Background: an optimization exercise with open tools, aiming at a short achievable clock period and few clock cycles per item. Do not read the settings as production practice. The RTL was checked by simulation tests, not by an equivalence proof against the original design.

v29:
==> flow/design.v <==
package mem_pkg;
    localparam int DATA_W = 32;
    localparam int LANE_W = 8;
    localparam int LANES  = 4;
    localparam int ADDR_W = 10;
    localparam int ROW_W  = ADDR_W - 2;
    localparam logic [1:0] SIZE_BYTE  = 2'd0;
    localparam logic [1:0] SIZE_HALF  = 2'd1;
    localparam logic [1:0] SIZE_THREE = 2'd2;
    localparam logic [1:0] SIZE_WORD  = 2'd3;
endpackage
module lsu_request (
    input  logic                                     clk,
    input  logic                                     rst_n,
    input  logic                                     req,
    input  logic                                     we,
    input  logic [1:0]                               size,
    input  logic                                     sign,
    input  logic [mem_pkg::ADDR_W-1:0]               addr,
    input  logic [mem_pkg::DATA_W-1:0]               wdata,
    output logic [mem_pkg::LANES*256-1:0]            rsel,
    output logic [mem_pkg::LANES-1:0]                bank_we,
    output logic [mem_pkg::DATA_W-1:0]               bank_wdata,
    output logic                                     ld_valid,
    output logic [mem_pkg::LANES*mem_pkg::LANES-1:0] bsel,
    output logic [mem_pkg::LANES*mem_pkg::LANES-1:0] fsel
);
    localparam int LANES  = mem_pkg::LANES;
    localparam int LANE_W = mem_pkg::LANE_W;
    localparam int ROW_W  = mem_pkg::ROW_W;
    logic [1:0]             lane_off;
    logic [255:0]           row_hot;
    logic [LANES*256-1:0]   rsel_d;
    logic [LANES-1:0]       be_d;
    logic [mem_pkg::DATA_W-1:0] wdata_rot;
    logic [LANES*LANES-1:0] bsel_d;
    logic [LANES*LANES-1:0] fsel_d;
    assign lane_off = addr[1:0];
    always_comb begin : decode
        logic [1:0] src;
        for (int r = 0; r < 256; r++) row_hot[r] = (addr[mem_pkg::ADDR_W-1:2] == ROW_W'(r));
        for (int k = 0; k < LANES; k++) begin
            for (int r = 0; r < 256; r++) begin
                rsel_d[k*256 + r] = (2'(k) < lane_off) ? row_hot[(r + 255) % 256] : row_hot[r];
            end
            src = 2'(k) - lane_off;
            be_d[k] = (src <= size);
            wdata_rot[k*LANE_W +: LANE_W] = wdata[src*LANE_W +: LANE_W];
        end
        for (int j = 0; j < LANES; j++) begin
            for (int k = 0; k < LANES; k++) begin
                bsel_d[j*LANES + k] = (2'(k) == 2'(lane_off + 2'(j))) && (2'(j) <= size);
                fsel_d[j*LANES + k] = (2'(k) == 2'(lane_off + size)) && (2'(j) > size) && sign;
            end
        end
    end
    always_ff @(posedge clk or negedge rst_n) begin
        if (!rst_n) begin
            bank_we  <= '0;
            ld_valid <= 1'b0;
        end else begin
            bank_we  <= (req && we) ? be_d : '0;
            ld_valid <= req && !we;
        end
    end
    always_ff @(posedge clk) begin
        rsel       <= rsel_d;
        bank_wdata <= wdata_rot;
        bsel       <= bsel_d;
        fsel       <= fsel_d;
    end
endmodule
module byte_bank_ram (
    input  logic                          clk,
    input  logic [255:0]                  rsel,
    input  logic                          wen,
    input  logic [mem_pkg::LANE_W-1:0]    wbyte,
    output logic [mem_pkg::LANE_W-1:0]    rbyte
);
    localparam int LANE_W = mem_pkg::LANE_W;
    logic [256*LANE_W-1:0] mem;
    for (genvar r = 0; r < 256; r++) begin : g_row
        always_ff @(posedge clk) begin
            if (wen && rsel[r]) begin
                mem[r*LANE_W +: LANE_W] <= wbyte;
            end
        end
    end
    always_comb begin : read_mux
        rbyte = '0;
        for (int r = 0; r < 256; r++) begin
            rbyte = rbyte | (mem[r*LANE_W +: LANE_W] & {LANE_W{rsel[r]}});
        end
    end
endmodule
module load_extend (
    input  logic [mem_pkg::DATA_W-1:0]               bank_rdata,
    input  logic [mem_pkg::LANES*mem_pkg::LANES-1:0] bsel,
    input  logic [mem_pkg::LANES*mem_pkg::LANES-1:0] fsel,
    output logic [mem_pkg::DATA_W-1:0]               ext_word
);
    localparam int LANES  = mem_pkg::LANES;
    localparam int LANE_W = mem_pkg::LANE_W;
    always_comb begin : assemble
        for (int j = 0; j < LANES; j++) begin
            ext_word[j*LANE_W +: LANE_W] = '0;
            for (int k = 0; k < LANES; k++) begin
                ext_word[j*LANE_W +: LANE_W] = ext_word[j*LANE_W +: LANE_W]
                    | (bank_rdata[k*LANE_W +: LANE_W] & {LANE_W{bsel[j*LANES + k]}})
                    | ({LANE_W{bank_rdata[k*LANE_W + LANE_W-1] & fsel[j*LANES + k]}});
            end
        end
    end
endmodule
module data_mem_top (
    input  logic                       clk,
    input  logic                       rst_n,
    input  logic                       req,
    input  logic                       we,
    input  logic [1:0]                 size,
    input  logic                       sign,
    input  logic [mem_pkg::ADDR_W-1:0] addr,
    input  logic [mem_pkg::DATA_W-1:0] wdata,
    output logic [mem_pkg::DATA_W-1:0] rdata,
    output logic                       rvalid
);
    localparam int LANES  = mem_pkg::LANES;
    localparam int LANE_W = mem_pkg::LANE_W;
    localparam int DATA_W = mem_pkg::DATA_W;
    logic [LANES*256-1:0]   rsel;
    logic [LANES-1:0]       bank_we;
    logic [DATA_W-1:0]      bank_wdata;
    logic                   ld_valid;
    logic [LANES*LANES-1:0] bsel;
    logic [LANES*LANES-1:0] fsel;
    logic [DATA_W-1:0]      bank_rdata;
    logic [DATA_W-1:0]      ext_word;
    lsu_request i_request (
        .clk        (clk),
        .rst_n      (rst_n),
        .req        (req),
        .we         (we),
        .size       (size),
        .sign       (sign),
        .addr       (addr),
        .wdata      (wdata),
        .rsel       (rsel),
        .bank_we    (bank_we),
        .bank_wdata (bank_wdata),
        .ld_valid   (ld_valid),
        .bsel       (bsel),
        .fsel       (fsel)
    );
    for (genvar k = 0; k < LANES; k++) begin : g_bank
        byte_bank_ram i_bank (
            .clk   (clk),
            .rsel  (rsel[k*256 +: 256]),
            .wen   (bank_we[k]),
            .wbyte (bank_wdata[k*LANE_W +: LANE_W]),
            .rbyte (bank_rdata[k*LANE_W +: LANE_W])
        );
    end
    load_extend i_extend (
        .bank_rdata (bank_rdata),
        .bsel       (bsel),
        .fsel       (fsel),
        .ext_word   (ext_word)
    );
    always_ff @(posedge clk or negedge rst_n) begin
        if (!rst_n) begin
            rvalid <= 1'b0;
        end else begin
            rvalid <= ld_valid;
        end
    end
    always_ff @(posedge clk) begin
        rdata <= ext_word;
    end
endmodule
clock: 10.0 ns
lec_check: 0
cap_margin: 20
core_margin: 2
core_utilization: 50
cts_cluster_diameter: 80
cts_cluster_size: 20
place_density: 0.55
slew_margin: 35
standard.sh (not shown) runs the stock make flow with config.mk's settings and CLKGATE_MAP_FILE= SYNTH_SCRIPT=/design/flow/synth_recipe.tcl, a recipe that flattens the netlist after the stock synthesis.
==> flow/flow/run.sh <==
#!/bin/bash
# The standard layout, run in parts:
#  1. synthesis to placement as is;
#  2. each output register and its port buffer moved next to the port,
#     then the placement legalized again;
#  3. clock tree (H-tree wire unit of 50 um), routing and finish, with the
#     resizer aiming for more setup slack than the 10 ns clock needs
#     (period and constraints unchanged).
set -uo pipefail
CTS="-sink_clustering_enable -repair_clock_nets -sink_clustering_size 20 -sink_clustering_max_diameter 80 -wire_unit 50"
bash standard.sh "CTS_ARGS=$CTS" synth floorplan place > make_place.log 2>&1 || exit 1
RES=orfs/results/${FLOW_PLATFORM}/data_mem_top/base
PLACE_ODB=$RES/3_place.odb openroad -no_init -exit flow/move_out.tcl > move_out.log 2>&1 || exit 1
bash standard.sh "CTS_ARGS=$CTS" SETUP_SLACK_MARGIN=6.5 finish > make_finish.log 2>&1
Other scripts of this flow, unchanged in this note and not shown: flow/flow/move_out.tcl
The flow did not stop early for v29: all stages ran, and the layout cleared the timing, design-rule and antenna checks.
Testbench counts of v29, summed over its fixed seeds: cycles 19,237, loads 7,229.
What v11 does differently from v29 at the input level:
diff --git a/flow/flow/run.sh b/flow/flow/run.sh
--- a/flow/flow/run.sh
+++ b/flow/flow/run.sh
@@ -13,2 +13,2 @@
 PLACE_ODB=$RES/3_place.odb openroad -no_init -exit flow/move_out.tcl > move_out.log 2>&1 || exit 1
-bash standard.sh "CTS_ARGS=$CTS" SETUP_SLACK_MARGIN=6.5 finish > make_finish.log 2>&1
+bash standard.sh "CTS_ARGS=$CTS" SETUP_SLACK_MARGIN=7.0 finish > make_finish.log 2>&1
diff --git a/flow/config.mk b/flow/config.mk
--- a/flow/config.mk
+++ b/flow/config.mk
@@ -13,2 +13,2 @@
 export PLACE_DENSITY = 0.55
-export SLEW_MARGIN = 35
+export SLEW_MARGIN = 60
==> results.txt <==
Via count: v11 vs v29 up about 0.5%. v11 ends up with lower share of the final layout cell area in sequential cells than v29 does. v11: maximum single-stage delay on the critical path 0.12 ns below v29. Going from v29 to v11, the critical path depth was found to have gone down by 8.

==> port drivers added, routing unchanged <==
In the flow no input, the clock included, has a driving cell. The finished layouts below were timed again as built, in two steps.
Step 1 assumes that a clkbuf_16 drives the clock port and a buf_2 every other input.
Step 2 moves the port delays by t, midway between the first and last clock arrival at a register: inputs arrive t later, outputs are due t later. That takes back most of the time a late clock gives input paths.
Three values: ideal, step 1, step 2; two values: the first two.
run	t, ns	slack for setup (ns)	slew at the worst register clock pin (ns)
v29	1.200	6.193 / 6.232 / 5.033	0.09 / 0.09
v11	1.192	6.397 / 6.291 / 5.606	0.10 / 0.10
After both steps setup and hold are still met in every run listed. The setup slack of v29, which loses most, moves by +0.039 ns with the drivers and by -1.160 ns with both steps.
